What follows belongs to an exercise in optimizing a design on an open flow for a short achievable clock period; a production flow would make more cautious choices. Where RTL was checked, it was by simulation tests only, not by an equivalence proof against the original. Function not checked in runs 1 and 6: the RTL went through the layout flow alone. No driver is modelled on the clock port, so clocking that relies on it looks cheaper here than on a real chip. Power and IR drop assume default switching activity.

**design/flow/standard.sh**
```bash
#!/bin/bash
# synth_recipe.tcl (not shown) runs the flow's synth.tcl, then flattens the netlist and writes it again
# the make line also repeats each setting of config.mk as NAME=value (left out here)
make -C /OpenROAD-flow-scripts/flow DESIGN_CONFIG=/design/flow/config.mk WORK_HOME=/design/flow/orfs CLKGATE_MAP_FILE= SYNTH_SCRIPT=/design/flow/synth_recipe.tcl "${@:-finish}"
```
**design/flow/constraint.sdc**
```tcl
create_clock -name core_clock -period 7.0 [get_ports {clk_i}]
set_input_delay 1.4000 -clock core_clock [delete_from_list [all_inputs] [get_ports {clk_i}]]
set_output_delay 1.4000 -clock core_clock [all_outputs]
set_load 0.01 [all_outputs]
```
**design/flow/flow/dont_use.tcl**
```tcl
# Keep delay cells, the weakest buffers and low-power clock inverters out of
# port buffering and timing repair.
set_dont_use [get_lib_cells {sky130_fd_sc_hd__clkdlybuf4s* sky130_fd_sc_hd__dlygate* sky130_fd_sc_hd__dlymetal* sky130_fd_sc_hd__dlybuf* sky130_fd_sc_hd__buf_1 sky130_fd_sc_hd__clkinvlp_* sky130_fd_sc_hd__bufbuf_*}]
```
**design/flow/design.v**
```verilog
module branch_predictor #(
  parameter int ENTRIES = 16,
  parameter int INDEX_W = 4
) (
  input  logic        clk_i,
  input  logic        rst_i,
  input  logic [31:0] fetch_pc_i,
  output logic [31:0] next_pc_o,
  output logic        pred_taken_o,
  output logic [31:0] pred_target_o,
  input  logic        mem_stall_i,
  input  logic        upd_valid_i,
  input  logic [31:0] upd_pc_i,
  input  logic        upd_taken_i,
  input  logic [31:0] upd_target_i,
  input  logic        upd_pred_taken_i,
  input  logic [31:0] upd_pred_target_i,
  output logic        mispredict_o,
  output logic [31:0] redirect_pc_o,
  output logic [31:0] branch_cnt_o,
  output logic [31:0] mispred_cnt_o
);
  localparam int TAG_W = 30 - INDEX_W;
  typedef enum logic [1:0] {
    CTR_SN = 2'b00,
    CTR_WN = 2'b01,
    CTR_WT = 2'b10,
    CTR_ST = 2'b11
  } ctr_e;
  logic [ENTRIES-1:0]       valid_q;
  logic [ENTRIES-1:0][1:0]  ctr_q;
  logic [TAG_W-1:0]         tag_q    [ENTRIES];
  logic [31:0]              target_q [ENTRIES];
  logic [31:0] branch_cnt_q;
  logic [31:0] mispred_cnt_q;
  logic [INDEX_W-1:0] fetch_idx;
  logic [TAG_W-1:0]   fetch_tag;
  logic [ENTRIES-1:0] fetch_nh;    
  logic [ENTRIES-1:0] fetch_nt;    
  logic [31:0]        fetch_tgt;
  assign fetch_idx = fetch_pc_i[INDEX_W+1:2];
  assign fetch_tag = fetch_pc_i[31:INDEX_W+2];
  logic [31:0]        fetch_tgt_n;
  logic [ENTRIES-1:0] valid_taken;    
  always_comb begin
    for (int i = 0; i < ENTRIES; i++) begin
      valid_taken[i] = valid_q[i] && ctr_q[i][1];
    end
  end
  logic [INDEX_W-1:0] fetch_idx_n;
  logic [3:0]         idx_lo, idx_hi;
  for (genvar b = 0; b < INDEX_W; b++) begin : g_idx_n
    bp_inv u_inv (.a(fetch_idx[b]), .y(fetch_idx_n[b]));
  end
  for (genvar m = 0; m < 4; m++) begin : g_pre
    bp_nor2 u_lo (.a(m % 2 ? fetch_idx_n[0] : fetch_idx[0]),
                  .b(m / 2 ? fetch_idx_n[1] : fetch_idx[1]), .y(idx_lo[m]));
    bp_nor2 u_hi (.a(m % 2 ? fetch_idx_n[2] : fetch_idx[2]),
                  .b(m / 2 ? fetch_idx_n[3] : fetch_idx[3]), .y(idx_hi[m]));
  end
  logic [3:0]         dec_lo_n, dec_hi_n;
  logic [ENTRIES-1:0] fetch_dec [4];
  for (genvar m = 0; m < 4; m++) begin : g_dec_pre
    bp_nand2 u_lo (.a(m % 2 ? fetch_idx[0] : fetch_idx_n[0]),
                   .b(m / 2 ? fetch_idx[1] : fetch_idx_n[1]), .y(dec_lo_n[m]));
    bp_nand2 u_hi (.a(m % 2 ? fetch_idx[2] : fetch_idx_n[2]),
                   .b(m / 2 ? fetch_idx[3] : fetch_idx_n[3]), .y(dec_hi_n[m]));
  end
  for (genvar c = 0; c < 4; c++) begin : g_dec
    for (genvar i = 0; i < ENTRIES; i++) begin : g_i
      bp_nor2 u_dec (.a(dec_lo_n[i%4]), .b(dec_hi_n[i/4]), .y(fetch_dec[c][i]));
    end
  end
  for (genvar k = 0; k < 32; k++) begin : g_tgt
    logic [7:0] u;
    logic [1:0] w;
    for (genvar p = 0; p < 8; p++) begin : g_u
      bp_a22oi u_u (.a1(fetch_dec[k/8][2*p]), .a2(target_q[2*p][k]),
                    .b1(fetch_dec[k/8][2*p+1]), .b2(target_q[2*p+1][k]), .y(u[p]));
    end
    bp_nand4 u_w0 (.a(u[0]), .b(u[1]), .c(u[2]), .d(u[3]), .y(w[0]));
    bp_nand4 u_w1 (.a(u[4]), .b(u[5]), .c(u[6]), .d(u[7]), .y(w[1]));
    bp_nor2  u_t  (.a(w[0]), .b(w[1]), .y(fetch_tgt_n[k]));
  end
  assign fetch_tgt = ~fetch_tgt_n;
  logic [TAG_W-1:0] fetch_tag_n [4];
  for (genvar c = 0; c < 4; c++) begin : g_tag_n
    for (genvar b = 0; b < TAG_W; b++) begin : g_b
      bp_inv u_inv (.a(fetch_tag[b]), .y(fetch_tag_n[c][b]));
    end
  end
  for (genvar i = 0; i < ENTRIES; i++) begin : g_cmp
    logic [TAG_W-1:0] x;
    logic [5:0]       a;
    logic [2:0]       e;
    logic             eh, et;
    for (genvar b = 0; b < TAG_W; b++) begin : g_x
      bp_xor2 u_x (.a(fetch_tag_n[i/4][b]), .b(tag_q[i][b]), .y(x[b]));
    end
    for (genvar j = 0; j < 6; j++) begin : g_a
      bp_nand4 u_a (.a(x[4*j]), .b(x[4*j+1]), .c(x[4*j+2]), .d(x[4*j+3]), .y(a[j]));
    end
    for (genvar j = 0; j < 3; j++) begin : g_e
      bp_nor2 u_e (.a(a[2*j]), .b(a[2*j+1]), .y(e[j]));
    end
    logic g, sh_n, st_n;
    bp_nand2 u_g  (.a(x[24]), .b(x[25]), .y(g));
    bp_nand3 u_sh (.a(idx_lo[i%4]), .b(idx_hi[i/4]), .c(valid_q[i]), .y(sh_n));
    bp_nand3 u_st (.a(idx_lo[i%4]), .b(idx_hi[i/4]), .c(valid_taken[i]), .y(st_n));
    bp_nor2  u_eh (.a(g), .b(sh_n), .y(eh));
    bp_nor2  u_et (.a(g), .b(st_n), .y(et));
    bp_nand4 u_nh (.a(e[0]), .b(e[1]), .c(e[2]), .d(eh), .y(fetch_nh[i]));
    bp_nand4 u_nt (.a(e[0]), .b(e[1]), .c(e[2]), .d(et), .y(fetch_nt[i]));
  end
  logic [3:0] hq [2];
  logic [3:0] tq [2];
  logic [1:0] hr [8];
  logic [1:0] tr [8];
  logic [1:0] tr_p;
  for (genvar c = 0; c < 2; c++) begin : g_q
    for (genvar j = 0; j < 4; j++) begin : g_j
      bp_nand4 u_hq (.a(fetch_nh[4*j]), .b(fetch_nh[4*j+1]), .c(fetch_nh[4*j+2]), .d(fetch_nh[4*j+3]), .y(hq[c][j]));
      bp_nand4 u_tq (.a(fetch_nt[4*j]), .b(fetch_nt[4*j+1]), .c(fetch_nt[4*j+2]), .d(fetch_nt[4*j+3]), .y(tq[c][j]));
    end
  end
  for (genvar c = 0; c < 8; c++) begin : g_r
    for (genvar j = 0; j < 2; j++) begin : g_j
      bp_nor2 u_hr (.a(hq[c/4][2*j]), .b(hq[c/4][2*j+1]), .y(hr[c][j]));
      bp_nor2 u_tr (.a(tq[c/4][2*j]), .b(tq[c/4][2*j+1]), .y(tr[c][j]));
    end
  end
  for (genvar j = 0; j < 2; j++) begin : g_tr_p
    bp_nor2 u_tr (.a(tq[1][2*j]), .b(tq[1][2*j+1]), .y(tr_p[j]));
  end
  bp_nand2 u_taken (.a(tr_p[0]), .b(tr_p[1]), .y(pred_taken_o));
  logic [31:0] fetch_seq_n;
  bp_inc_n #(.W(30)) u_fetch_inc (.a_i(fetch_pc_i[31:2]), .yn_o(fetch_seq_n[31:2]));
  assign fetch_seq_n[1:0] = ~fetch_pc_i[1:0];
  for (genvar k = 0; k < 32; k++) begin : g_o
    logic v;
    bp_a21oi u_v    (.a1(tr[k/4][0]), .a2(tr[k/4][1]), .b1(fetch_tgt[k]), .y(v));
    bp_a31oi u_next (.a1(tr[k/4][0]), .a2(tr[k/4][1]), .a3(fetch_seq_n[k]), .b1(v), .y(next_pc_o[k]));
    bp_a21oi u_ptgt (.a1(hr[k/4][0]), .a2(hr[k/4][1]), .b1(fetch_tgt_n[k]), .y(pred_target_o[k]));
  end
  logic [31:0] tm;
  logic [7:0]  tg4;
  logic [3:0]  th8;
  logic [1:0]  tq16;
  logic        t_same, mp_a_n, mp_b_n;
  for (genvar b = 0; b < 32; b++) begin : g_tm
    bp_xnor2 u_m (.a(upd_target_i[b]), .b(upd_pred_target_i[b]), .y(tm[b]));
  end
  for (genvar g = 0; g < 8; g++) begin : g_tg4
    bp_nand4 u_g (.a(tm[4*g]), .b(tm[4*g+1]), .c(tm[4*g+2]), .d(tm[4*g+3]), .y(tg4[g]));
  end
  for (genvar p = 0; p < 4; p++) begin : g_th8
    bp_nor2 u_h (.a(tg4[2*p]), .b(tg4[2*p+1]), .y(th8[p]));
  end
  for (genvar r = 0; r < 2; r++) begin : g_tq16
    bp_nand2 u_q (.a(th8[2*r]), .b(th8[2*r+1]), .y(tq16[r]));
  end
  bp_nor2 u_same (.a(tq16[0]), .b(tq16[1]), .y(t_same));
  assign mp_a_n = !(upd_valid_i && (upd_taken_i != upd_pred_taken_i));
  assign mp_b_n = !(upd_valid_i && upd_taken_i);
  bp_o21ai u_mispredict (.a1(mp_b_n), .a2(t_same), .b1(mp_a_n), .y(mispredict_o));
  logic [29:0] upd_cn;
  bp_carry_gl u_upd_carry (.a_i(upd_pc_i[31:2]), .cn_o(upd_cn));
  assign redirect_pc_o[2:0] = upd_taken_i ? upd_target_i[2:0] : {~upd_pc_i[2], upd_pc_i[1:0]};
  for (genvar k = 3; k < 32; k++) begin : g_redirect
    logic r_c0_n, r_c1_n;
    assign r_c0_n = upd_taken_i ? !upd_target_i[k] : !upd_pc_i[k];
    assign r_c1_n = upd_taken_i ? !upd_target_i[k] : upd_pc_i[k];
    bp_mux2i u_mux (.s(upd_cn[k-2]), .a1(r_c0_n), .a0(r_c1_n), .y(redirect_pc_o[k]));
  end
  logic [INDEX_W-1:0] upd_idx;
  logic [TAG_W-1:0]   upd_tag;
  logic [ENTRIES-1:0] upd_dec;
  logic [ENTRIES-1:0] upd_hit;     
  logic               upd_en;
  assign upd_idx = upd_pc_i[INDEX_W+1:2];
  assign upd_tag = upd_pc_i[31:INDEX_W+2];
  always_comb begin
    for (int i = 0; i < ENTRIES; i++) begin
      upd_dec[i] = (upd_idx == i[INDEX_W-1:0]);
      upd_hit[i] = valid_q[i] && (tag_q[i] == upd_tag);
    end
  end
  assign upd_en  = upd_valid_i && !mem_stall_i;
  logic unused_pc_bits;
  assign unused_pc_bits = ^{fetch_pc_i[1:0], upd_pc_i[1:0]};
  always_ff @(posedge clk_i or posedge rst_i) begin
    if (rst_i) begin
      valid_q       <= '0;
      ctr_q         <= {ENTRIES{CTR_WN}};
      branch_cnt_q  <= '0;
      mispred_cnt_q <= '0;
    end else if (upd_en) begin
      branch_cnt_q <= branch_cnt_q + 32'd1;
      if (mispredict_o) begin
        mispred_cnt_q <= mispred_cnt_q + 32'd1;
      end
      for (int i = 0; i < ENTRIES; i++) begin
        if (upd_dec[i]) begin
          if (upd_hit[i]) begin
            if (upd_taken_i) begin
              if (ctr_q[i] != CTR_ST) ctr_q[i] <= ctr_q[i] + 2'd1;
            end else begin
              if (ctr_q[i] != CTR_SN) ctr_q[i] <= ctr_q[i] - 2'd1;
            end
          end else if (upd_taken_i) begin
            valid_q[i] <= 1'b1;
            ctr_q[i]   <= CTR_WT;
          end
        end
      end
    end
  end
  always_ff @(posedge clk_i) begin
    if (!rst_i && upd_en && upd_taken_i) begin
      for (int i = 0; i < ENTRIES; i++) begin
        if (upd_dec[i]) begin
          target_q[i] <= upd_target_i;
          if (!upd_hit[i]) begin
            tag_q[i] <= upd_tag;
          end
        end
      end
    end
  end
  assign branch_cnt_o  = branch_cnt_q;
  assign mispred_cnt_o = mispred_cnt_q;
endmodule
module bp_inc_n #(
  parameter int W = 30
) (
  input  logic [W-1:0] a_i,
  output logic [W-1:0] yn_o
);
  logic [W-1:0] cn;
  bp_carry_gl u_carry (.a_i(a_i), .cn_o(cn));
  assign yn_o[0] = a_i[0];
  for (genvar k = 1; k < W; k++) begin : g_x
    bp_xor2 u_x (.a(a_i[k]), .b(cn[k]), .y(yn_o[k]));
  end
endmodule
module bp_carry_gl (
  input  logic [29:0] a_i,
  output logic [29:0] cn_o
);
  logic [6:0] b4;       
  logic [4:1] p;        
  logic       p4b;      
  logic [7:5] q;        
  logic [6:5] q3;       
  logic [6:5] n3;       
  for (genvar m = 0; m < 7; m++) begin : g_b4
    bp_nand4 u_b4 (.a(a_i[4*m]), .b(a_i[4*m+1]), .c(a_i[4*m+2]), .d(a_i[4*m+3]), .y(b4[m]));
  end
  bp_inv  u_p1  (.a(b4[0]), .y(p[1]));
  bp_nor2 u_p2  (.a(b4[0]), .b(b4[1]), .y(p[2]));
  bp_nor3 u_p3  (.a(b4[0]), .b(b4[1]), .c(b4[2]), .y(p[3]));
  bp_nor4 u_p4  (.a(b4[0]), .b(b4[1]), .c(b4[2]), .d(b4[3]), .y(p[4]));
  bp_nor4 u_p4b (.a(b4[0]), .b(b4[1]), .c(b4[2]), .d(b4[3]), .y(p4b));
  bp_inv  u_q5  (.a(b4[4]), .y(q[5]));
  bp_nor2 u_q6  (.a(b4[4]), .b(b4[5]), .y(q[6]));
  bp_nor3 u_q7  (.a(b4[4]), .b(b4[5]), .c(b4[6]), .y(q[7]));
  for (genvar m = 5; m < 7; m++) begin : g_n3
    bp_nand3 u_n3 (.a(a_i[4*m]), .b(a_i[4*m+1]), .c(a_i[4*m+2]), .y(n3[m]));
  end
  bp_nor2 u_q35 (.a(b4[4]), .b(n3[5]), .y(q3[5]));
  bp_nor3 u_q36 (.a(b4[4]), .b(b4[5]), .c(n3[6]), .y(q3[6]));
  assign cn_o[0] = 1'b0;
  bp_inv   u_c1 (.a(a_i[0]), .y(cn_o[1]));
  bp_nand2 u_c2 (.a(a_i[0]), .b(a_i[1]), .y(cn_o[2]));
  bp_nand3 u_c3 (.a(a_i[0]), .b(a_i[1]), .c(a_i[2]), .y(cn_o[3]));
  for (genvar m = 1; m < 5; m++) begin : g_lo
    logic pm;
    assign pm = p[m];
    bp_inv   u_c0 (.a(pm), .y(cn_o[4*m]));
    bp_nand2 u_c1 (.a(pm), .b(a_i[4*m]), .y(cn_o[4*m+1]));
    bp_nand3 u_c2 (.a(pm), .b(a_i[4*m]), .c(a_i[4*m+1]), .y(cn_o[4*m+2]));
    bp_nand4 u_c3 (.a(pm), .b(a_i[4*m]), .c(a_i[4*m+1]), .d(a_i[4*m+2]), .y(cn_o[4*m+3]));
  end
  for (genvar m = 5; m < 7; m++) begin : g_hi
    logic pm;
    if (m == 5) begin : g_p
      assign pm = p[4];
    end else begin : g_pb
      assign pm = p4b;
    end
    bp_nand2 u_c0 (.a(pm), .b(q[m]), .y(cn_o[4*m]));
    bp_nand3 u_c1 (.a(pm), .b(q[m]), .c(a_i[4*m]), .y(cn_o[4*m+1]));
    bp_nand4 u_c2 (.a(pm), .b(q[m]), .c(a_i[4*m]), .d(a_i[4*m+1]), .y(cn_o[4*m+2]));
    bp_nand2 u_c3 (.a(pm), .b(q3[m]), .y(cn_o[4*m+3]));
  end
  bp_nand2 u_c28 (.a(p4b), .b(q[7]), .y(cn_o[28]));
  bp_nand3 u_c29 (.a(p4b), .b(q[7]), .c(a_i[28]), .y(cn_o[29]));
endmodule
module bp_xnor2 (input logic a, input logic b, output logic y);
  assign y = !(a ^ b);
endmodule
module bp_inv (input logic a, output logic y);
  assign y = !a;
endmodule
module bp_xor2 (input logic a, input logic b, output logic y);
  assign y = a ^ b;
endmodule
module bp_nand2 (input logic a, input logic b, output logic y);
  assign y = !(a && b);
endmodule
module bp_nand3 (input logic a, input logic b, input logic c, output logic y);
  assign y = !(a && b && c);
endmodule
module bp_nand4 (input logic a, input logic b, input logic c, input logic d, output logic y);
  assign y = !(a && b && c && d);
endmodule
module bp_and3 (input logic a, input logic b, input logic c, output logic y);
  assign y = a && b && c;
endmodule
module bp_nor4 (input logic a, input logic b, input logic c, input logic d, output logic y);
  assign y = !(a || b || c || d);
endmodule
module bp_nor2 (input logic a, input logic b, output logic y);
  assign y = !(a || b);
endmodule
module bp_nor3 (input logic a, input logic b, input logic c, output logic y);
  assign y = !(a || b || c);
endmodule
module bp_and2 (input logic a, input logic b, output logic y);
  assign y = a && b;
endmodule
module bp_a22oi (input logic a1, input logic a2, input logic b1, input logic b2, output logic y);
  assign y = !(a1 && a2 || b1 && b2);
endmodule
module bp_a21oi (input logic a1, input logic a2, input logic b1, output logic y);
  assign y = !(a1 && a2 || b1);
endmodule
module bp_a31oi (input logic a1, input logic a2, input logic a3, input logic b1, output logic y);
  assign y = !(a1 && a2 && a3 || b1);
endmodule
module bp_o21ai (input logic a1, input logic a2, input logic b1, output logic y);
  assign y = !((a1 || a2) && b1);
endmodule
module bp_mux2i (input logic s, input logic a1, input logic a0, output logic y);
  assign y = !(s ? a1 : a0);
endmodule
```
**design/flow/config.mk**
```make
export PLATFORM = sky130hd
export DESIGN_NAME = branch_predictor
export DESIGN_NICKNAME = branch_predictor
export VERILOG_FILES = /design/flow/design.v
export SDC_FILE = /design/flow/constraint.sdc
export NUM_CORES = 4
export LEC_CHECK = 0
export ABC_CLOCK_PERIOD_IN_PS = 4000
export CAP_MARGIN = 20
export CORE_MARGIN = 2
export CORE_UTILIZATION = 65
export SETUP_SLACK_MARGIN = 2.5
export SLEW_MARGIN = 20
export SYNTH_HIERARCHICAL = 1
```
**design/flow/flow/run.sh**
```bash
#!/bin/bash
# Standard layout, with the delay cells (clkdlybuf4s*, dlygate*, dlymetal*,
# dlybuf*), buf_1, bufbuf_* and clkinvlp_* kept out of port buffering and
# timing repair. Synthesis is the
# standard one, run unchanged first; the later steps source flow/dont_use.tcl
# through ORFS's PRE_<step>_TCL hooks. Each tool's output goes to a log here.
set -euo pipefail
H="$PWD/flow/dont_use.tcl"
bash standard.sh synth > synth.log 2>&1
bash standard.sh \
  PRE_FLOORPLAN_TCL="$H" PRE_GLOBAL_PLACE_TCL="$H" PRE_RESIZE_TCL="$H" \
  PRE_DETAIL_PLACE_TCL="$H" PRE_CTS_TCL="$H" PRE_GLOBAL_ROUTE_TCL="$H" \
  PRE_DETAIL_ROUTE_TCL="$H" PRE_FILLCELL_TCL="$H" \
  finish > layout.log 2>&1
```
==> summary.md, run 1 <==
| Metric | Value |
|---|---|
| Setup slack at placement | 1.01 ns |
| Nets@finish | 4,696 |
| Fill count | 4,441 |
| PnR worst setup slack | 2.18 ns |
| Initial antenna violation count | 5 |
| Period minus WS final | 4.82 ns |
| Fin Setup TNS | 0 ns |
| Cell Rows | 103 |
| Arrival time worst endpoint | 3.42 ns |
| Via count | ~38k |
| Syn nets | 4,098 |
| RSZ-0062 raised after global routing | yes |
| Final Cycle Share | 0.689 |
| 1st-iter DRT viols | 4,882 |
| Lkg Pwr | 22.0 nW |
| Num CTS Buffers | 105 |
| Final wirelength | around 180,000 um |
| Core area | around 80,000 um2 |
| Peak VDD IR | 0.000250 V |
| Fmax | 207 MHz |
| Vias in the first global route | 37.1k |
| Syn_area_per_cell | approximately 13 um2 |
| Max-slew violations | 0 |
| Chip height | about 290 um |
| Final setup violation count | 0 |
| HP Class | flop to flop |
| Clock Skews | 0.0480 ns |
| Residual DRC count | 0 |
| Worst relative slew slack | 0.232 |
| Hold_buf cts | 0 |
| RD Place Congestion | 1.00 |
| Yosys Warn Count | 17 |
| Critical path launch point type | input pin |
| I/O pins | 296 |
| Final ANT Viol Nets | 0 |
| Worst-Margin Slew | 1.14 ns |
| DIE AREA | between 80,000 and 90,000 um2 |
| Largest net degree at the start of global routing | slightly above 80 |
| Post-DR vias/cell | 6.68 |
| First-pass GRT wire length | 248,000 um |
| Routed WL per cell | 31.4 um |
| Critical path required time | 5.60 ns |
| Share of cells above drive strength 1 | 0.318 |
| Mapped Cells | 3,962 |
| PD cells | 227 nW/um2 |
| Most frequent cells in the layout | 928 x edfxtp_1, 520 x xor2_1, 397 x buf_2 |
| Commonest non-fill, non-tap cell in the layout | edfxtp_1 |
| CTS sink count | 1,040 |
| Status | complete, no violations |
| CTS tree | yes |
| Starting Density | 0.657 |
| Final instance area | 63,000 um2 |
| DP Wirelength | around 120,000 um |
| Largest fanout on the critical path | 8 |
| DRT Pass-1 Iters | 6 |
| DIE WIDTH | 287 um |
| Gr usage total | 0.422 |
| Clock slew seen by the registers of the worst setup and hold paths | 0.06 ns |
| Placed cell area | between 50,000 and 60,000 um2 |
| Worst hold slack | 0.472 ns |
| Later-pin clock latency in the skew report | 0.69 ns |
| Port bufs | 295 |
| Antenna cell count | 0 |
| Final core utilization | 0.798 |
| Max-Cap Viols | 0 |
| Congestion Overflow GR | 0 |
| CP Class | input pin to output port |
| CP endpoint kind | output port |
| Area Overhead vs Synth | 21.4% |
| Synthesized area | 51,900 um2 |
| Final Hold Vio Count | 0 |
-- final cells by class --
| type | instances | area (um2) | share of cell area |
|---|---|---|---|
| Timing Repair Buffer | 573 | 4330 | 0.0687 |
| Tap cell | 1050 | 1310 | 0.0208 |
| Clock buffer | 130 | 2770 | 0.0440 |
| Clock inverter | 65 | 846 | 0.0134 |
| Inverter | 173 | 1080 | 0.0171 |
| Multi-Input combinational cell | 2667 | 22000 | 0.349 |
| Sequential cell | 1040 | 30700 | 0.487 |
-- power by group --
group	total [mW]	switching, mW	internal, mW
Combinational	1.48	0.969	0.507
Sequential	6.93	0.0916	6.83
Clock	5.92	2.49	3.43
-- repair_timing --
action                                  CTS  global route
resized for setup                       711           158
pin swaps                               134           109
gates cloned                              5             2
endpoints found under the setup margin  299           391
setup buffers                           114            61
-- worst max-delay path, stage by stage --
cell,delay (ns)
buf_16,0.15
inv_8,0.08
xor2_1,0.20
nand4_1,0.24
nor2_4,0.24
nand4_1,0.20
nand4_1,0.15
buf_6,0.16
nor2_4,0.09
buf_6,0.13
a21oi_4,0.17
a31oi_4,0.05
buf_6,0.16
-- layer usage --
| metal | up-vias | share of wire | routed length (um) | GRT usage |
|---|---|---|---|---|
| met1 | 18800 | 0.34 | 61500 | 0.518 |
| met2 | 2628 | 0.46 | 81900 | 0.656 |
| met3 | 719 | 0.11 | 19400 | 0.0971 |
| li1 | 15900 | - | - | - |
| met5 | - | 0.00034 | 61 | 0 |
| met4 | 10 | 0.089 | 15900 | 0.318 |
-- through the flow --
stage                     cells  power (mW)
after floorplan            3962        7.70
after global placement     5319        8.22
after detailed placement   5319        8.25
after CTS                  5633        14.2
after global routing       5698        14.6
final                      5698        14.3
-- sequential cells by signal (all words and copies together) (netlist names) --
signal	flops
valid_q	16
branch_cnt_q	32
mispred_cnt_q	32
ctr_q	32
target_q	512
tag_q	416
-- worst paths after layout --
| kind | start | endpoint | slack, ns | cells after the start |
|---|---|---|---|---|
| worst min register to register | branch_cnt_q[31]$_DFFE_PP0P_ | branch_cnt_q[31]$_DFFE_PP0P_ | 0.47 | 1 |
| worst min-delay path | branch_cnt_q[31]$_DFFE_PP0P_ | branch_cnt_q[31]$_DFFE_PP0P_ | 0.47 | 1 |
| worst max-delay path | fetch_pc_i[26] | next_pc_o[8] | 2.18 | 13 |
| max in group asynchronous | rst_i | ctr_q[19]$_DFFE_PP0P_ | 4.80 | 3 |
| worst max register to register | tag_q[7][21]$_DFFE_PP_ | tag_q[7][24]$_DFFE_PP_ | 3.89 | 6 |
| min in group asynchronous | rst_i | valid_q[11]$_DFFE_PP0P_ | 0.90 | 2 |
==> run 2: changes to the inputs <==
--- a/design/flow/design.v
+++ b/design/flow/design.v
@@ -49,13 +49,16 @@
   end
   logic [INDEX_W-1:0] fetch_idx_n;
-  logic [3:0]         idx_lo, idx_hi;
+  logic [3:0]         idx_lo [2];
+  logic [3:0]         idx_hi [2];
   for (genvar b = 0; b < INDEX_W; b++) begin : g_idx_n
     bp_inv u_inv (.a(fetch_idx[b]), .y(fetch_idx_n[b]));
   end
-  for (genvar m = 0; m < 4; m++) begin : g_pre
-    bp_nor2 u_lo (.a(m % 2 ? fetch_idx_n[0] : fetch_idx[0]),
-                  .b(m / 2 ? fetch_idx_n[1] : fetch_idx[1]), .y(idx_lo[m]));
-    bp_nor2 u_hi (.a(m % 2 ? fetch_idx_n[2] : fetch_idx[2]),
-                  .b(m / 2 ? fetch_idx_n[3] : fetch_idx[3]), .y(idx_hi[m]));
+  for (genvar c = 0; c < 2; c++) begin : g_pre
+    for (genvar m = 0; m < 4; m++) begin : g_m
+      bp_nor2 u_lo (.a(m % 2 ? fetch_idx_n[0] : fetch_idx[0]),
+                    .b(m / 2 ? fetch_idx_n[1] : fetch_idx[1]), .y(idx_lo[c][m]));
+      bp_nor2 u_hi (.a(m % 2 ? fetch_idx_n[2] : fetch_idx[2]),
+                    .b(m / 2 ? fetch_idx_n[3] : fetch_idx[3]), .y(idx_hi[c][m]));
+    end
   end
   logic [3:0]         dec_lo_n, dec_hi_n;
@@ -106,6 +109,6 @@
     logic g, sh_n, st_n;
     bp_nand2 u_g  (.a(x[24]), .b(x[25]), .y(g));
-    bp_nand3 u_sh (.a(idx_lo[i%4]), .b(idx_hi[i/4]), .c(valid_q[i]), .y(sh_n));
-    bp_nand3 u_st (.a(idx_lo[i%4]), .b(idx_hi[i/4]), .c(valid_taken[i]), .y(st_n));
+    bp_nand3 u_sh (.a(idx_lo[i/8][i%4]), .b(idx_hi[(i/2)%2][i/4]), .c(valid_q[i]), .y(sh_n));
+    bp_nand3 u_st (.a(idx_lo[i/8][i%4]), .b(idx_hi[(i/2)%2][i/4]), .c(valid_taken[i]), .y(st_n));
     bp_nor2  u_eh (.a(g), .b(sh_n), .y(eh));
     bp_nor2  u_et (.a(g), .b(st_n), .y(et));
--- a/design/flow/flow/run.sh
+++ b/design/flow/flow/run.sh
@@ -4,5 +4,6 @@
 # timing repair. Synthesis is the
 # standard one, run unchanged first; the later steps source flow/dont_use.tcl
-# through ORFS's PRE_<step>_TCL hooks. Each tool's output goes to a log here.
+# through ORFS's PRE_<step>_TCL hooks, and flow/io.tcl sets pin regions
+# before pin placement. Each tool's output goes to a log here.
 set -euo pipefail
 H="$PWD/flow/dont_use.tcl"
@@ -12,3 +13,4 @@
   PRE_DETAIL_PLACE_TCL="$H" PRE_CTS_TCL="$H" PRE_GLOBAL_ROUTE_TCL="$H" \
   PRE_DETAIL_ROUTE_TCL="$H" PRE_FILLCELL_TCL="$H" \
+  PRE_IO_PLACEMENT_TCL="$PWD/flow/io.tcl" \
   finish > layout.log 2>&1
==> design/flow/flow/io.tcl (new file) <==
# Pin regions: the fetch lookup's ports packed into one corner of the die,
# the resolve/update ports along the opposite edges.
set die [ord::get_die_area]
set w [lindex $die 2]
set h [lindex $die 3]
set hw [expr {int($w / 3)}]
set hh [expr {int($h / 4)}]
proc bp_ports {pats} {
  set names {}
  foreach p $pats {
    foreach port [get_ports $p] { lappend names [get_full_name $port] }
  }
  return $names
}
set_io_pin_constraint -pin_names [bp_ports {fetch_pc_i[*] pred_taken_o}] -region left:0-$hh
set_io_pin_constraint -pin_names [bp_ports {next_pc_o[*] pred_target_o[*]}] -region bottom:0-$hw
set_io_pin_constraint -pin_names [bp_ports {upd_pc_i[*] upd_target_i[*] upd_taken_i redirect_pc_o[*]}] -region right:*
set_io_pin_constraint -pin_names [bp_ports {upd_pred_target_i[*] upd_pred_taken_i upd_valid_i mem_stall_i mispredict_o}] -region top:*
--- a/design/flow/config.mk
+++ b/design/flow/config.mk
@@ -9,5 +9,5 @@
 export CAP_MARGIN = 20
 export CORE_MARGIN = 2
-export CORE_UTILIZATION = 65
+export CORE_UTILIZATION = 40
 export SETUP_SLACK_MARGIN = 2.5
 export SLEW_MARGIN = 20
==> summary.md, run 2 <==
| Metric | Value |
|---|---|
| CTS sink count | 1,040 (unchanged) |
| Seq pwr share | 0.485 (about the same) |
| Chip height | 364 um (+27%) |
| Port bufs | 295 (unchanged) |
| Fin Setup TNS | 0 ns (unchanged) |
| I/O pins | 296 (unchanged) |
| Core area | 129,000 um2 (+63%) |
| Reg2reg end | tag_q[7][12]$_DFFE_PP_ |
| Largest net degree at the start of global routing | 83 (unchanged) |
| Lkg Pwr | 22.2 nW (+0.92%) |
| Placed Cells | 6,049 (+14%) |
| Share of cells above drive strength 1 | 0.315 (-0.00306) |
| Area Overhead vs Synth | 23.4% |
| Worst relative slew slack | 0.255 (+0.0234) |
| Residual DRC count | 0 (unchanged) |
| DRT Pass-1 Iters | 5 (-1) |
| Clock group share of total power | 0.402 (-0.011) |
| Combinational power share | 0.113 (+0.010) |
| CP endpoint kind | output port |
| Congestion Overflow GR | 0 (unchanged) |
| Final wirelength | 196,000 um (+9.8%) |
| Final ANT Viol Nets | 0 (unchanged) |
| Worst-Margin Slew | 1.12 ns (-0.0246 ns) |
| Clock Skews | 0.0778 ns (+0.0298 ns) |
| RSZ-0062 raised after global routing | yes |
| Yosys Warn Count | 19 (+2) |
| Final Cycle Share | 0.685 (-0.00306) |
| DIE WIDTH | 364 um (+27%) |
| CP Class | input pin to output port |
| Final Hold Vio Count | 0 (unchanged) |
| Placed cell area | 56,000 um2 (+2.0%) |
| Largest stage delay on the critical path | 0.25 ns (about the same) |
| Arrival time worst endpoint | 3.40 ns (-0.02 ns) |
| Most frequent cells in the layout | 928 x edfxtp_1, 550 x xor2_1, 424 x buf_2 |
| Syn_area_per_cell | 13.1 um2 (-0.14%) |
| Largest reg by FF count | target_q |
| First-pass GRT wire length | 271,000 um (+8.9%) |
| Final instance area | 64,100 um2 (+1.7%) |
| Nets@finish | 4,753 (+1.2%) |
| Peak VDD IR | 0.000231 V (-7.6%) |
| 1st-iter DRT viols | 4,591 (-6.0%) |
| Period minus WS final | 4.80 ns (-0.0214 ns) |
| Initial antenna violation count | 16 (+11) |
| Later-pin clock latency in the skew report | 0.77 ns (+0.08 ns) |
| Routed WL per cell | 30.4 um (-3.1%) |
| Max-Cap Viols | 0 (unchanged) |
| Critical path origin | fetch_pc_i[29] |
| Worst path slowest cell | nand4_1 |
| Clock slew seen by the registers of the worst setup and hold paths | 0.06 ns (about the same) |
| Biggest regs | target_q: 512 flops, tag_q: 416 flops |
| Post-DR vias/cell | 5.79 (-13%) |
| Largest fanout on the critical path | 4 (-4) |
| Overall power | 14.3 mW (-0.26%) |
| Critical path required time | 5.60 ns (about the same) |
| Internal power | 10.6 mW (-1.7%) |
| Worst R2R Path Depth | 6 (unchanged) |
| Layout Cells excl Fill | 6,455 (+13%) |
| Commonest non-fill, non-tap cell in the layout | edfxtp_1 |
| HP Class | flop to flop |
| Gr usage total | 0.291 (-0.131) |
| Reg2Reg Setup Slack | 4.13 ns (+0.24 ns) |
| Worst r2r src | tag_q[7][21]$_DFFE_PP_ |
| Fmax | 208 MHz (+0.45%) |
| Mapped Cells | 3,970 (+0.20%) |
| DIE AREA | 133,000 um2 (+62%) |
| Status | complete, no violations |
| Crit path capture | pred_target_o[7] |
| DP Wirelength | 140,000 um (+17%) |
| RD Place Congestion | 0.990 (-1.3%) |
| Switching Fraction | 0.259 (+0.0105) |
| Final setup violation count | 0 (unchanged) |
| NetSw | 3.69 mW (+4.0%) |
| Synthesized area | 51,900 um2 (about the same) |
| CTS tree | yes |
| Via count | 37.4k (-1.8%) |
| Num CTS Buffers | 109 (+3.8%) |
| PD cells | 223 nW/um2 (-1.9%) |
| Starting Density | 0.402 (-0.255) |
| Hold_buf cts | 0 (unchanged) |
| Max reg flops | 512 (unchanged) |
| Vias in the first global route | 36.2k (-2.4%) |
| Syn nets | 4,106 (+0.20%) |
| Critical path launch point type | input pin |
| Max-slew violations | 0 (unchanged) |
| Cell Chain, Critical Path | buf_16, inv_12, xor2_2, nand4_1, nor2_1, buf_2, buf_2, nand4_1, nand4_1, buf_6, nor2_4, a21oi_2, buf_2 |
| Cell Rows | 132 (+28%) |
-- run 2: worst min-delay path by stage --
stage | startpoint | endpoint | slack (ns) | depth (start not counted)
global route | mispred_cnt_q[4]$_DFFE_PP0P_ | mispred_cnt_q[4]$_DFFE_PP0P_ | 0.50 | 1
detailed placement | mispred_cnt_q[31]$_DFFE_PP0P_ | mispred_cnt_q[31]$_DFFE_PP0P_ | 0.47 | 1
CTS | mispred_cnt_q[31]$_DFFE_PP0P_ | mispred_cnt_q[31]$_DFFE_PP0P_ | 0.48 | 1
global placement | mispred_cnt_q[31]$_DFFE_PP0P_ | mispred_cnt_q[31]$_DFFE_PP0P_ | 0.45 | 1
floorplan | valid_q[10]$_DFFE_PP0P_ | valid_q[10]$_DFFE_PP0P_ | 0.46 | 1
finish | mispred_cnt_q[31]$_DFFE_PP0P_ | mispred_cnt_q[31]$_DFFE_PP0P_ | 0.47 | 1
-- run 2: what timing repair did --
item	CTS	global route
endpoints found under the setup margin	378	106
buffers inserted	179	17
hold endpoints to repair	0	0
pin swaps	231	61
cloned	3	0
gates resized for setup	779	68
-- run 2: power groups by stage --
stage / combinational [mW] / clock (mW) / sequential, mW
3_5_place_dp: 1.33 / 0 / 7.05
4_1_cts: 1.58 / 5.82 / 6.92
5_1_grt: 1.69 / 6.06 / 6.93
6_report: 1.62 / 5.74 / 6.92
3_3_place_gp: 1.32 / 0 / 7.05
2_1_floorplan: 0.667 / 0 / 7.04
-- run 2: metal layers --
layer  wire, um  part of all wire  GRT usage
met4      12500             0.064      0.164
met3      17200             0.088     0.0505
met1      77800              0.40      0.384
met5         36           0.00018          0
met2      88800              0.45      0.454
-- run 2: critical path: cells and delay by family --
kind                      cells  cell delay, ns
AOI/OAI and AO/OA             1            0.20
xor gates and xnor gates      1            0.14
buffers and inverters         6            0.82
and+or+nand+nor               5            0.80
-- run 2: layout make-up --
cell class	instances	area (um2)
well taps	1742	2180
diodes	4	10.0
flip-flops and latches	1040	30700
repair buffers	623	4930
clock inverters	65	656
multi-input cells	2670	21800
clock buffers	138	2860
fillers	11200	65100
inverters	173	947
-- run 2: per-stage QoR --
| step | hold WS (ns) | setup slack, ns | util |
|---|---|---|---|
| after floorplan | 0.463 | 2.30 | - |
| after global placement | 0.452 | 0.704 | 0.433 |
| after detailed placement | 0.465 | 0.676 | 0.434 |
| after CTS | 0.481 | 2.32 | 0.493 |
| after global routing | 0.502 | 2.18 | 0.496 |
| final | 0.470 | 2.20 | 0.496 |
==> run 3: changes to the inputs <==
--- a/design/flow/flow/io.tcl
+++ b/design/flow/flow/io.tcl
@@ -1,9 +1,9 @@
-# Pin regions: the fetch lookup's ports packed into one corner of the die,
-# the resolve/update ports along the opposite edges.
+# Pin regions: the fetch lookup's ports in one corner of the die, the
+# resolve/update ports along the opposite edges.
 set die [ord::get_die_area]
 set w [lindex $die 2]
 set h [lindex $die 3]
-set hw [expr {int($w / 3)}]
-set hh [expr {int($h / 4)}]
+set hw [expr {int($w / 2)}]
+set hh [expr {int($h / 2)}]
 proc bp_ports {pats} {
   set names {}
--- a/design/flow/config.mk
+++ b/design/flow/config.mk
@@ -9,5 +9,5 @@
 export CAP_MARGIN = 20
 export CORE_MARGIN = 2
-export CORE_UTILIZATION = 40
+export CORE_UTILIZATION = 55
 export SETUP_SLACK_MARGIN = 2.5
 export SLEW_MARGIN = 20
==> summary.md, run 3 <==
| Metric | Value |
|---|---|
| I/O pins | 296 (unchanged) |
| Most frequent cells in the layout | 928 x edfxtp_1, 553 x xor2_1, 401 x buf_2 |
| DP Wirelength | 131,000 um (-6.7%) |
| Clock slew seen by the registers of the worst setup and hold paths | 0.06 ns (about the same) |
| Post-DR vias/cell | 6.30 (+8.8%) |
| RD Place Congestion | 0.976 (-1.4%) |
| DIE WIDTH | 311 um (-15%) |
| DIE AREA | 96,900 um2 (-27%) |
| CP endpoint kind | output port |
| Critical path launch point type | input pin |
| Num CTS Buffers | 111 (+1.8%) |
| Syn nets | 4,106 (unchanged) |
| Fill count | 6,937 (-38%) |
| First-pass GRT wire length | 259,000 um (-4.2%) |
| Worst-Margin Slew | 1.23 ns (+0.116 ns) |
| Status | complete, no violations |
| Clock Skews | 0.0317 ns (-0.0461 ns) |
| Hold path startpoint | mispred_cnt_q[31]$_DFFE_PP0P_ |
| Worst hold stages | 1 (unchanged) |
| Fmax | 209 MHz (+0.50%) |
| Starting Density | 0.556 (+0.154) |
| Largest stage delay on the critical path | 0.30 ns (+0.05 ns) |
| Largest fanout on the critical path | 8 (+4) |
| Lkg Pwr | 21.9 nW (-1.5%) |
| Via count | 37.3k (-0.34%) |
| CTS sink count | 1,040 (unchanged) |
| Chip height | 311 um (-15%) |
| Mapped Cells | 3,970 (unchanged) |
| Final ANT Viol Nets | 0 (unchanged) |
| Reg2reg end | tag_q[7][9]$_DFFE_PP_ |
| Critical path required time | 5.60 ns (about the same) |
| DRT Pass-1 Iters | 5 (unchanged) |
| Vias in the first global route | 35.9k (-0.72%) |
| Worst hold slack | 0.466 ns (-0.00398 ns) |
| Cell Rows | 112 (-15%) |
| Syn_area_per_cell | 13.1 um2 (unchanged) |
| Arrival time worst endpoint | 3.37 ns (-0.03 ns) |
| Worst R2R Path Depth | 6 (unchanged) |
| Reg2Reg Setup Slack | 4.16 ns (+0.03 ns) |
| Cell Chain, Critical Path | buf_16, buf_2, nand2_8, nor2_4, buf_2, a22oi_2, nand4_1, nor2_4, inv_1, a21oi_4, a31oi_4, buf_6 |
| Hold endpoint | mispred_cnt_q[31]$_DFFE_PP0P_ |
| Final wirelength | 185,000 um (-5.7%) |
| Worst r2r src | tag_q[7][19]$_DFFE_PP_ |
| Gr usage total | 0.376 (+0.0846) |
| Area Overhead vs Synth | 20.6% |
| CP Class | input pin to output port |
| RSZ-0062 raised after global routing | yes |
| Register area | 30,700 um2 (unchanged) |
| Max-slew violations | 0 (unchanged) |
| Nets@finish | 4,702 (-1.1%) |
| Biggest regs | target_q: 512 flops, tag_q: 416 flops |
| Routed WL per cell | 31.3 um (+2.9%) |
| Port bufs | 295 (unchanged) |
| PD cells | 233 nW/um2 (+4.4%) |
| Share of cells above drive strength 1 | 0.305 (-0.0108) |
| CTS tree | yes |
| Final Hold Vio Count | 0 (unchanged) |
| Largest reg by FF count | target_q |
| Max reg flops | 512 (unchanged) |
| Max-Cap Viols | 0 (unchanged) |
| Final setup violation count | 0 (unchanged) |
| Largest net degree at the start of global routing | 61 (-27%) |
| Multi-input logic area | 21,600 um2 (-0.89%) |
| Residual DRC count | 0 (unchanged) |
| Synthesized area | 51,900 um2 (unchanged) |
| Peak VDD IR | 0.000307 V (+33%) |
| Worst path slowest cell | nor2_4 |
| HP Class | flop to flop |
| Fin Setup TNS | 0 ns (unchanged) |
| Yosys Warn Count | 19 (unchanged) |
| Period minus WS final | 4.77 ns (-0.0238 ns) |
| Commonest non-fill, non-tap cell in the layout | edfxtp_1 |
| Core area | 93,500 um2 (-28%) |
| Congestion Overflow GR | 0 (unchanged) |
| 1st-iter DRT viols | 4,235 (-7.8%) |
| Final Cycle Share | 0.682 (-0.00340) |
| Later-pin clock latency in the skew report | 0.70 ns (-0.07 ns) |
| Worst relative slew slack | 0.166 (-0.0891) |
| Initial antenna violation count | 5 (-11) |
| Hold_buf cts | 0 (unchanged) |
run 3: power breakdown:
group / internal, mW / total, mW / switching (mW)
Clock: 3.61 / 6.12 / 2.51
Combinational: 0.504 / 1.52 / 1.02
Sequential: 6.83 / 6.93 / 0.0903
Total: 10.9 / 14.6 / 3.62
run 3: how the worst max path moves through the flow:
stage / start / endpoint / cells after the start
2_1_floorplan: rst_i / tag_q[2][0]$_DFFE_PP_ / 5
3_3_place_gp: fetch_pc_i[5] / next_pc_o[2] / 11
3_5_place_dp: fetch_pc_i[4] / next_pc_o[3] / 11
4_1_cts: fetch_pc_i[23] / next_pc_o[0] / 12
5_1_grt: fetch_pc_i[26] / next_pc_o[0] / 12
6_report: fetch_pc_i[4] / next_pc_o[2] / 12
run 3: critical path, delay by kind of cell:
kind	cells	cell delay [ns]
buffers and inverters	5	0.80
and+or+nand+nor	4	0.70
AOI/OAI and AO/OA	3	0.45
run 3: what timing repair did:
action,CTS,global route
gates cloned,5,0
endpoints found under the setup margin,87,122
pin swaps,158,58
gates resized for setup,585,93
setup buffers,112,27
run 3: layer usage:
layer	track usage	wire length (um)	vias up	share of wire
met3	0.0693	16500	507	0.089
met4	0.221	12600	4	0.068
met1	0.483	69900	18700	0.38
li1	-	-	16000	-
met5	0	42	-	0.00023
met2	0.599	86000	2034	0.46
run 3: through the flow:
step | total power [mW] | worst slack [ns] | util | instances | instance area [um2]
2_1_floorplan | 7.70 | 2.30 | - | 3970 | 52000
3_3_place_gp | 8.33 | 0.893 | 0.592 | 5560 | 55400
3_5_place_dp | 8.35 | 0.863 | 0.593 | 5562 | 55400
4_1_cts | 14.6 | 2.32 | 0.665 | 5886 | 62100
5_1_grt | 14.9 | 2.20 | 0.670 | 5914 | 62600
6_report | 14.6 | 2.23 | 0.670 | 5915 | 62600
run 3: area by class of cell:
| class | count | area share |
|---|---|---|
| Inverter | 173 | 0.0137 |
| Multi-Input combinational cell | 2673 | 0.345 |
| Tap cell | 1254 | 0.0250 |
| Antenna cell | 1 | 0.0000399 |
| Clock inverter | 73 | 0.0131 |
| Sequential cell | 1040 | 0.490 |
| Clock buffer | 134 | 0.0469 |
| Timing Repair Buffer | 567 | 0.0660 |
==> run 4: changes to the inputs <==
--- a/design/flow/config.mk
+++ b/design/flow/config.mk
@@ -9,6 +9,6 @@
 export CAP_MARGIN = 20
 export CORE_MARGIN = 2
-export CORE_UTILIZATION = 55
-export SETUP_SLACK_MARGIN = 2.5
+export CORE_UTILIZATION = 40
+export SETUP_SLACK_MARGIN = 3.0
 export SLEW_MARGIN = 20
 export SYNTH_HIERARCHICAL = 1
==> summary.md, run 4 <==
| Metric | Value |
|---|---|
| CP endpoint kind | output port |
| Arrival time worst endpoint | 3.32 ns (-0.05 ns) |
| First-pass GRT wire length | 279,000 um (+7.5%) |
| 1st-iter DRT viols | 4,823 (+14%) |
| Core area | 129,000 um2 (+38%) |
| Overall power | 14.9 mW (+2.3%) |
| PD cells | 228 nW/um2 (-2.0%) |
| Initial antenna violation count | 15 (+10) |
| Largest stage delay on the critical path | 0.24 ns (-0.06 ns) |
| Routed WL per cell | 31.1 um (-0.51%) |
| Cell Chain, Critical Path | buf_12, inv_8, xor2_1, nand4_1, nor2_2, nand4_1, nand4_1, buf_6, nor2_4, buf_4, a21oi_2, a31oi_2, buf_2 |
| Max-slew violations | 0 (unchanged) |
| Max reg flops | 512 (unchanged) |
| Lkg Pwr | 22.8 nW (+4.1%) |
| Worst path slowest cell | nor2_2 |
| Worst-Margin Slew | 1.18 ns (-0.0552 ns) |
| M2 GR Usage | 0.474 (-0.125) |
| Met1 Use GR | 0.381 (-0.101) |
| Post-DR vias/cell | 5.88 (-6.7%) |
| Final ANT Viol Nets | 0 (unchanged) |
| Nets@finish | 4,779 (+1.6%) |
| Worst relative slew slack | 0.215 (+0.0486) |
| CTS sink count | 1,040 (unchanged) |
| Final setup violation count | 0 (unchanged) |
| CTS tree | yes |
| Port bufs | 295 (unchanged) |
| Gr usage total | 0.298 (-0.0775) |
| Layout Cells excl Fill | 6,490 (+9.7%) |
| Syn nets | 4,106 (unchanged) |
| Later-pin clock latency in the skew report | 0.76 ns (+0.06 ns) |
| Congestion Overflow GR | 0 (unchanged) |
| Critical path required time | 5.60 ns (about the same) |
| Crit-path most repeated cell | nand4_1 |
| DP Wirelength | 141,000 um (+8.1%) |
| Clock Skews | 0.0726 ns (+0.0409 ns) |
| Placed Cells | 6,029 (+8.4%) |
| CP Class | input pin to output port |
| Fmax | 212 MHz (+1.1%) |
| Chip height | 364 um (+17%) |
| Yosys Warn Count | 19 (unchanged) |
| DIE AREA | 133,000 um2 (+37%) |
| Final wirelength | 202,000 um (+9.2%) |
| RD Place Congestion | 1.05 (+7.1%) |
| Most frequent cells in the layout | 928 x edfxtp_1, 536 x xor2_1, 411 x buf_2 |
| Period minus WS final | 4.72 ns (-0.0528 ns) |
| Largest fanout on the critical path | 7 (-1) |
| Residual DRC count | 0 (unchanged) |
| Area Overhead vs Synth | 25.8% |
| Via count | 38.1k (+2.4%) |
| Met3 Usage GRT | 0.0587 (-0.0106) |
| Cell Rows | 132 (+18%) |
| Global route hottest layer | met2 |
| Max-Cap Viols | 0 (unchanged) |
| Final Hold Vio Count | 0 (unchanged) |
| Synthesized area | 51,900 um2 (unchanged) |
| Num CTS Buffers | 109 (-1.8%) |
| HP Class | flop to flop |
| I/O pins | 296 (unchanged) |
| DRT Pass-1 Iters | 6 (+1) |
| Final Cycle Share | 0.675 (-0.00754) |
| Critical path launch point type | input pin |
| Commonest non-fill, non-tap cell in the layout | edfxtp_1 |
| Syn_area_per_cell | 13.1 um2 (unchanged) |
| Status | complete, no violations |
| Biggest regs | target_q: 512 flops, tag_q: 416 flops |
| DIE WIDTH | 364 um (+17%) |
| Share of cells above drive strength 1 | 0.339 (+0.0345) |
| Fin Setup TNS | 0 ns (unchanged) |
| Mapped Cells | 3,970 (unchanged) |
| Vias in the first global route | 36.8k (+2.3%) |
| RSZ-0062 raised after global routing | yes |
| Largest net degree at the start of global routing | 115 (+89%) |
| Clock slew seen by the registers of the worst setup and hold paths | 0.06 ns (about the same) |
| Hold_buf cts | 0 (unchanged) |
| Starting Density | 0.402 (-0.154) |
| Peak VDD IR | 0.000238 V (-22%) |
| Largest reg by FF count | target_q |
==> run 4: what timing repair did <==
action | 4_1_cts | 5_1_grt
setup endpoints to repair | 515 | 277
gates cloned | 13 | 1
gates resized for setup | 817 | 173
buffers inserted | 171 | 60
pin swaps | 190 | 88
==> run 4: per-stage QoR <==
| stage | hold slack [ns] | area [um2] | setup slack (ns) | util |
|---|---|---|---|---|
| finish | 0.476 | 65400 | 2.28 | 0.506 |
| global route | 0.478 | 65300 | 2.20 | 0.506 |
| CTS | 0.473 | 64200 | 2.39 | 0.497 |
| detailed placement | 0.462 | 56000 | 0.559 | 0.434 |
| global placement | 0.455 | 56000 | 0.640 | 0.433 |
| floorplan | 0.463 | 52100 | 2.60 | - |
==> run 4: routing by layer <==
| layer | wire [um] | up-vias | part of all wire |
|---|---|---|---|
| met1 | 76000 | 19100 | 0.38 |
| met2 | 92600 | 2291 | 0.46 |
| met5 | 24 | - | 0.00012 |
| li1 | - | 16200 | - |
| met4 | 13400 | 4 | 0.066 |
| met3 | 20000 | 544 | 0.099 |
==> run 4: worst max-delay path: cells and delay by family <==
kind,cells,cell delay (ns)
xor+xnor,1,0.17
simple gates,5,0.81
compound gates,2,0.19
buf+inv,5,0.73
==> run 4: final timing paths <==
| kind | startpoint | end | slack (ns) | cells past startpoint |
|---|---|---|---|---|
| max | fetch_pc_i[12] | next_pc_o[1] | 2.28 | 13 |
| min | mispred_cnt_q[31]$_DFFE_PP0P_ | mispred_cnt_q[31]$_DFFE_PP0P_ | 0.48 | 1 |
| max reg2reg | tag_q[7][19]$_DFFE_PP_ | tag_q[7][11]$_DFFE_PP_ | 4.06 | 6 |
| min reg2reg | mispred_cnt_q[31]$_DFFE_PP0P_ | mispred_cnt_q[31]$_DFFE_PP0P_ | 0.48 | 1 |
| max in group asynchronous | rst_i | ctr_q[27]$_DFFE_PP0P_ | 5.55 | 2 |
| min in group asynchronous | rst_i | mispred_cnt_q[11]$_DFFE_PP0P_ | 0.98 | 2 |
==> run 4: final cells by class <==
cell class / instances / area [um2]
Inverter: 173 / 970
Multi-Input combinational cell: 2675 / 22200
Timing Repair Buffer: 644 / 5400
Antenna cell: 11 / 27.5
Sequential cell: 1040 / 30700
Fill cell: 11100 / 63800
Clock inverter: 64 / 963
Tap cell: 1742 / 2180
Clock buffer: 141 / 2960
==> run 4: power by group <==
part | leakage (nW) | internal (mW) | switching (mW)
clock | 1.92 | 3.69 | 2.63
sequential | 9.73 | 6.83 | 0.0914
combinational | 11.2 | 0.588 | 1.07
total | 22.8 | 11.1 | 3.79
==> run 5: changes to the inputs <==
--- a/design/flow/config.mk
+++ b/design/flow/config.mk
@@ -10,5 +10,5 @@
 export CORE_MARGIN = 2
 export CORE_UTILIZATION = 40
-export SETUP_SLACK_MARGIN = 3.0
+export SETUP_SLACK_MARGIN = 2.5
 export SLEW_MARGIN = 20
 export SYNTH_HIERARCHICAL = 1
==> summary.md, run 5 <==
| Metric | Value |
|---|---|
| Status | complete, no violations |
| Max-Cap Viols | 0 (unchanged) |
| Starting Density | 0.402 (unchanged) |
| Clock slew seen by the registers of the worst setup and hold paths | 0.06 ns (about the same) |
| PD cells | 226 nW/um2 (-0.74%) |
| Fill count | 11.1k (+0.63%) |
| Lkg Pwr | 22.6 nW (-0.86%) |
| Seq pwr share | 0.471 (+0.006) |
| Initial antenna violation count | 17 (+2) |
| Gr usage total | 0.296 (-0.00213) |
| Post-DR vias/cell | 5.84 (-0.71%) |
| Largest reg by FF count | target_q |
| Clock Skews | 0.0391 ns (-0.0335 ns) |
| Final ANT Viol Nets | 0 (unchanged) |
| Yosys Warn Count | 19 (unchanged) |
| Final wirelength | 201,000 um (-0.72%) |
| Core area | 129,000 um2 (unchanged) |
| CP endpoint kind | output port |
| Vias in the first global route | 37.1k (+1.1%) |
| Largest fanout on the critical path | 8 (+1) |
| Syn nets | 4,106 (unchanged) |
| Port bufs | 295 (unchanged) |
| CP Class | input pin to output port |
| CTS tree | yes |
| Largest net degree at the start of global routing | 59 (-49%) |
| Syn_area_per_cell | 13.1 um2 (unchanged) |
| Worst-Margin Slew | 1.14 ns (-0.0377 ns) |
| RSZ-0062 raised after global routing | yes |
| Hold_buf cts | 0 (unchanged) |
| Nets@finish | 4,804 (+0.52%) |
| Reg2Reg Setup Slack | 3.92 ns (-0.14 ns) |
| DIE AREA | 133,000 um2 (unchanged) |
| Setup slack at placement | 0.499 ns (-0.0595 ns) |
| Biggest regs | target_q: 512 flops, tag_q: 416 flops |
| Residual DRC count | 0 (unchanged) |
| Critical path launch point type | input pin |
| Final setup violation count | 0 (unchanged) |
| Peak VDD IR | 0.000226 V (-5.0%) |
| RD Place Congestion | 1.04 (-0.13%) |
| Period minus WS final | 4.72 ns (+0.00248 ns) |
| Mapped Cells | 3,970 (unchanged) |
| Cell Rows | 132 (unchanged) |
| Arrival time worst endpoint | 3.32 ns (about the same) |
| Synthesized area | 51,900 um2 (unchanged) |
| Share of cells above drive strength 1 | 0.338 (-0.00143) |
| Internal power | 10.9 mW (-1.6%) |
| HP Class | flop to flop |
| Fmax | 212 MHz (about the same) |
| I/O pins | 296 (unchanged) |
| Routed WL per cell | 30.8 um (-1.0%) |
| NetSw | 3.78 mW (-0.24%) |
| Congestion Overflow GR | 0 (unchanged) |
| DRT Pass-1 Iters | 8 (+2) |
| Fin Setup TNS | 0 ns (unchanged) |
| PnR worst setup slack | 2.28 ns (-0.00248 ns) |
| Chip height | 364 um (unchanged) |
| Final Cycle Share | 0.675 (about the same) |
| Via count | 38.0k (-0.41%) |
| Max reg flops | 512 (unchanged) |
| Later-pin clock latency in the skew report | 0.77 ns (about the same) |
| Critical path required time | 5.60 ns (about the same) |
| Commonest non-fill, non-tap cell in the layout | edfxtp_1 |
| Layout Cells excl Fill | 6,510 (+0.31%) |
| CTS sink count | 1,040 (unchanged) |
| Combinational power share | 0.111 (about the same) |
| DIE WIDTH | 364 um (unchanged) |
| Most frequent cells in the layout | 928 x edfxtp_1, 540 x xor2_1, 441 x buf_2 |
| Placed Cells | 6,037 (+0.13%) |
| Clock group share of total power | 0.418 (-0.006) |
| First-pass GRT wire length | 277,000 um (-0.66%) |
| Num CTS Buffers | 110 (+0.92%) |
| Final Hold Vio Count | 0 (unchanged) |
| 1st-iter DRT viols | 4,448 (-7.8%) |
| Worst relative slew slack | 0.240 (+0.0251) |
| Max-slew violations | 0 (unchanged) |
| Area Overhead vs Synth | 25.1% |
| DP Wirelength | 141,000 um (-0.28%) |
| Switching Fraction | 0.257 (+0.00269) |
[run 5: critical path, cell delays in order]
cell     delay, ns
buf_16        0.14
inv_16        0.07
nand2_8       0.10
buf_6         0.12
nor2_4        0.04
buf_12        0.13
buf_2         0.12
a22oi_2       0.18
nand4_1       0.25
nor2_4        0.18
buf_8         0.13
inv_1         0.05
a21oi_2       0.11
a31oi_2       0.07
buf_2         0.18
[run 5: timing repair]
action,in CTS,in global routing
gates resized for setup,776,127
endpoints found under the hold margin,0,0
setup buffers,201,54
pin swaps,212,105
gates cloned,4,0
endpoints found under the setup margin,131,93
[run 5: final cells by class]
class | instances | area, um2 | area share
antenna | 8 | 20.0 | 0.000308
clock inverter | 74 | 943 | 0.0145
clock buffer | 130 | 2840 | 0.0437
sequential | 1040 | 30700 | 0.472
timing repair buffer | 673 | 5310 | 0.0817
multi-input combinational | 2670 | 22100 | 0.340
inverter | 173 | 938 | 0.0144
tap | 1742 | 2180 | 0.0335
[run 5: final timing paths]
check	start	end	cells past startpoint
min reg2reg	mispred_cnt_q[31]$_DFFE_PP0P_	mispred_cnt_q[31]$_DFFE_PP0P_	1
max in group asynchronous	rst_i	branch_cnt_q[31]$_DFFE_PP0P_	3
min	mispred_cnt_q[31]$_DFFE_PP0P_	mispred_cnt_q[31]$_DFFE_PP0P_	1
max	fetch_pc_i[4]	next_pc_o[5]	15
max reg2reg	tag_q[9][22]$_DFFE_PP_	tag_q[9][10]$_DFFE_PP_	6
min in group asynchronous	rst_i	valid_q[0]$_DFFE_PP0P_	2
[run 5: per-layer routing]
layer	share of wire	track usage	up-vias	wire, um
li1	-	-	16200	-
met1	0.39	0.376	19100	77400
met2	0.46	0.466	2169	91500
met3	0.086	0.0557	542	17200
met4	0.072	0.192	2	14400
met5	0.000065	0	-	13
[run 5: power by group through the flow]
stage	clock network (mW)	logic (mW)	registers (mW)
final	6.14	1.64	6.92
after global routing	6.45	1.71	6.93
after CTS	6.21	1.57	6.92
after detailed placement	0	1.31	7.05
after global placement	0	1.31	7.05
after floorplan	0	0.667	7.04
[run 5: metrics by stage]
step	power [mW]	cell area (um2)	util	hold slack, ns
global placement	8.36	56000	0.433	0.453
global route	15.1	65000	0.503	0.496
floorplan	7.70	52000	-	0.463
finish	14.7	65000	0.503	0.468
CTS	14.7	64100	0.496	0.469
detailed placement	8.37	56000	0.433	0.455
==> run 6: changes to the inputs <==
--- a/design/flow/design.v
+++ b/design/flow/design.v
@@ -85,6 +85,6 @@
     bp_nand4 u_w1 (.a(u[4]), .b(u[5]), .c(u[6]), .d(u[7]), .y(w[1]));
     bp_nor2  u_t  (.a(w[0]), .b(w[1]), .y(fetch_tgt_n[k]));
+    bp_or2   u_tp (.a(w[0]), .b(w[1]), .y(fetch_tgt[k]));
   end
-  assign fetch_tgt = ~fetch_tgt_n;
   logic [TAG_W-1:0] fetch_tag_n [4];
   for (genvar c = 0; c < 4; c++) begin : g_tag_n
@@ -324,4 +324,7 @@
   assign y = !(a || b || c || d);
 endmodule
+module bp_or2 (input logic a, input logic b, output logic y);
+  assign y = a || b;
+endmodule
 module bp_nor2 (input logic a, input logic b, output logic y);
   assign y = !(a || b);
==> summary.md, run 6 <==
| Metric | Value |
|---|---|
| Worst relative slew slack | 0.219 (-0.0202) |
| Worst-Margin Slew | 1.17 ns (+0.0303 ns) |
| Final core utilization | 0.502 (-0.00152) |
| HP Class | flop to flop |
| Largest fanout on the critical path | 8 (unchanged) |
| Chip height | 361 um (-0.90%) |
| Final ANT Viol Nets | 0 (unchanged) |
| Routed WL per cell | 31.0 um (+0.58%) |
| Largest reg by FF count | target_q |
| Period minus WS final | 4.88 ns (+0.154 ns) |
| Fmax | 205 MHz (-3.2%) |
| Lkg Pwr | 22.0 nW (-2.9%) |
| Initial antenna violation count | 21 (+4) |
| Clock Skews | 0.0961 ns (+0.0570 ns) |
| Final Hold Vio Count | 0 (unchanged) |
| Max reg flops | 512 (unchanged) |
| Arrival time worst endpoint | 3.48 ns (+0.16 ns) |
| Share of cells above drive strength 1 | 0.335 (-0.00261) |
| Mapped Cells | 3,838 (-3.3%) |
| DIE AREA | 130,000 um2 (-1.8%) |
| CP Class | input pin to output port |
| DIE WIDTH | 361 um (-0.90%) |
| CTS sink count | 1,040 (unchanged) |
| Area Overhead vs Synth | 25.0% |
| Core area | 127,000 um2 (-1.6%) |
| I/O pins | 296 (unchanged) |
| RD Place Congestion | 0.987 (-5.4%) |
| Yosys Warn Count | 19 (unchanged) |
| Status | complete, no violations |
| Most frequent cells in the layout | 928 x edfxtp_1, 536 x xor2_1, 414 x buf_2 |
| Residual DRC count | 0 (unchanged) |
| Hold_buf cts | 0 (unchanged) |
| CTS tree | yes |
| First-pass GRT wire length | 267,000 um (-3.4%) |
| Biggest regs | target_q: 512 flops, tag_q: 416 flops |
| Max-Cap Viols | 0 (unchanged) |
| Clock slew seen by the registers of the worst setup and hold paths | 0.06 ns (about the same) |
| Final wirelength | 195,000 um (-2.9%) |
| Reg2Reg Setup Slack | 3.64 ns (-0.28 ns) |
| Num CTS Buffers | 111 (+0.91%) |
| Congestion Overflow GR | 0 (unchanged) |
| Via count | 37.2k (-2.0%) |
| CP endpoint kind | output port |
| Synthesized area | 51,000 um2 (-1.8%) |
| RSZ-0062 raised after global routing | yes |
| Max-slew violations | 0 (unchanged) |
| Post-DR vias/cell | 5.93 (+1.5%) |
| DRT Pass-1 Iters | 7 (-1) |
| Cell Rows | 131 (-0.76%) |
| Critical path launch point type | input pin |
| Starting Density | 0.402 (-0.000715) |
| Syn_area_per_cell | 13.3 um2 (+1.6%) |
| Commonest non-fill, non-tap cell in the layout | edfxtp_1 |
| Final setup violation count | 0 (unchanged) |
| Critical path required time | 5.60 ns (about the same) |
| Vias in the first global route | 35.3k (-5.0%) |
| Later-pin clock latency in the skew report | 0.80 ns (+0.03 ns) |
| Syn nets | 3,974 (-3.2%) |
| 1st-iter DRT viols | 5,058 (+14%) |
| DP Wirelength | 137,000 um (-3.0%) |
| PD cells | 228 nW/um2 (+0.94%) |
| Gr usage total | 0.291 (-0.00546) |
| Peak VDD IR | 0.000218 V (-3.5%) |
| Port bufs | 295 (unchanged) |
| Nets@finish | 4,648 (-3.2%) |
| Largest net degree at the start of global routing | 93 (+58%) |
| Final Cycle Share | 0.697 (+0.0220) |
| Fin Setup TNS | 0 ns (unchanged) |
[run 6: changes by cell type in the layout (fill, tap and decap cells not counted), moves of 19 or more]
| cell | change |
|---|---|
| nor2_1 | +29 |
| a21oi_2 | -22 |
| a21oi_4 | +22 |
| inv_1 | -21 |
| a31oi_1 | -24 |
| inv_2 | -31 |
| a21oi_1 | +24 |
| inv_4 | +19 |
| buf_2 | -27 |
| nor2_4 | -46 |
[run 6: report_power, final]
part           switching [mW]  total, mW  internal, mW
combinational            1.03       1.57         0.547
clock                    2.61       6.04          3.42
sequential              0.102       6.95          6.84
[run 6: area by class of cell]
cell class,count,area [um2]
flip-flops and latches,1040,30700
well taps,1662,2080
clock inverters,76,821
diodes,11,27.5
clock buffers,134,2900
multi-input cells,2583,21400
repair buffers,646,5070
inverters,130,778
fillers,10800,63300
[run 6: final timing paths]
kind / from / end / cells after the start
setup / recovery: fetch_pc_i[28] / next_pc_o[16] / 13
setup reg to reg: tag_q[3][22]$_DFFE_PP_ / tag_q[3][24]$_DFFE_PP_ / 6
max in group asynchronous: rst_i / branch_cnt_q[20]$_DFFE_PP0P_ / 4
min in group asynchronous: rst_i / ctr_q[19]$_DFFE_PP0P_ / 2
hold / removal: mispred_cnt_q[31]$_DFFE_PP0P_ / mispred_cnt_q[31]$_DFFE_PP0P_ / 1
hold reg to reg: mispred_cnt_q[31]$_DFFE_PP0P_ / mispred_cnt_q[31]$_DFFE_PP0P_ / 1
[run 6: critical path: stages]
cell and delay, ns:
buf_16 0.14, inv_2 0.11, xor2_1 0.22, nand4_1 0.23
nor2_2 0.19, nand4_1 0.17, nand4_1 0.18, buf_8 0.17
nor2_1 0.07, buf_6 0.17, a21oi_4 0.18, a31oi_4 0.08
buf_6 0.16
[run 6: repair_timing]
item,CTS,global route
gates cloned,6,0
setup buffers,161,42
setup endpoints to repair,124,102
gates resized for setup,754,138
pin swaps,148,93
[run 6: stage by stage]
| stage | cell area [um2] | instances | worst slack [ns] | power [mW] | hold slack, ns |
|---|---|---|---|---|---|
| 2_1_floorplan | 51200 | 3838 | 2.12 | 7.71 | 0.463 |
| 3_3_place_gp | 55200 | 5852 | 0.500 | 8.36 | 0.456 |
| 3_5_place_dp | 55200 | 5852 | 0.520 | 8.37 | 0.458 |
| 4_1_cts | 62900 | 6229 | 2.30 | 14.6 | 0.470 |
| 5_1_grt | 63700 | 6280 | 2.10 | 14.9 | 0.496 |
| 6_report | 63700 | 6282 | 2.12 | 14.6 | 0.468 |
[run 6: layer usage]
| layer | vias to the layer above | routed length, um | track usage |
|---|---|---|---|
| li1 | 15600 | - | - |
| met5 | - | 0 | 0 |
| met3 | 521 | 20000 | 0.0598 |
| met1 | 18700 | 76700 | 0.392 |
| met2 | 2411 | 86200 | 0.441 |
| met4 | 0 | 11800 | 0.158 |

==> what the ideal ports hide <==
The results above use ideal ports. As a check the final layouts listed here were re-extracted and re-timed, cells and wires unchanged.
Step 1 sets driving cells, clkbuf_16 on the clock port and buf_2 on the other inputs (assumed; they add their load-dependent delay and slew).
Step 2, shift: input delay + t, output delay - t, t = (earliest + latest rising clock arrival at the registers) / 2. This alone moves slack from input paths to output paths.
a / b / c = ideal / step 1 / step 2; a / b = the first two.
run	t, ns	setup slack, ns	hold slack, ns	clock arrival spread, ns
run 1	0.741	2.180 / 2.116 / 1.931	0.472 / 0.472 / 0.472	0.059 / 0.060
run 2	0.805	2.202 / 2.083 / 1.839	0.470 / 0.470 / 0.470	0.082 / 0.082
run 3	0.764	2.225 / 2.076 / 1.942	0.466 / 0.466 / 0.466	0.037 / 0.037
run 4	0.813	2.278 / 2.141 / 2.061	0.476 / 0.476 / 0.476	0.114 / 0.114
run 5	0.817	2.276 / 2.101 / 1.885	0.468 / 0.468 / 0.468	0.066 / 0.066
run 6	0.820	2.122 / 1.979 / 1.903	0.468 / 0.468 / 0.468	0.101 / 0.101
After both steps every run listed still meets setup and hold. The setup slack of run 5, which loses most, moves by -0.175 ns with the drivers and by -0.391 ns with both steps.
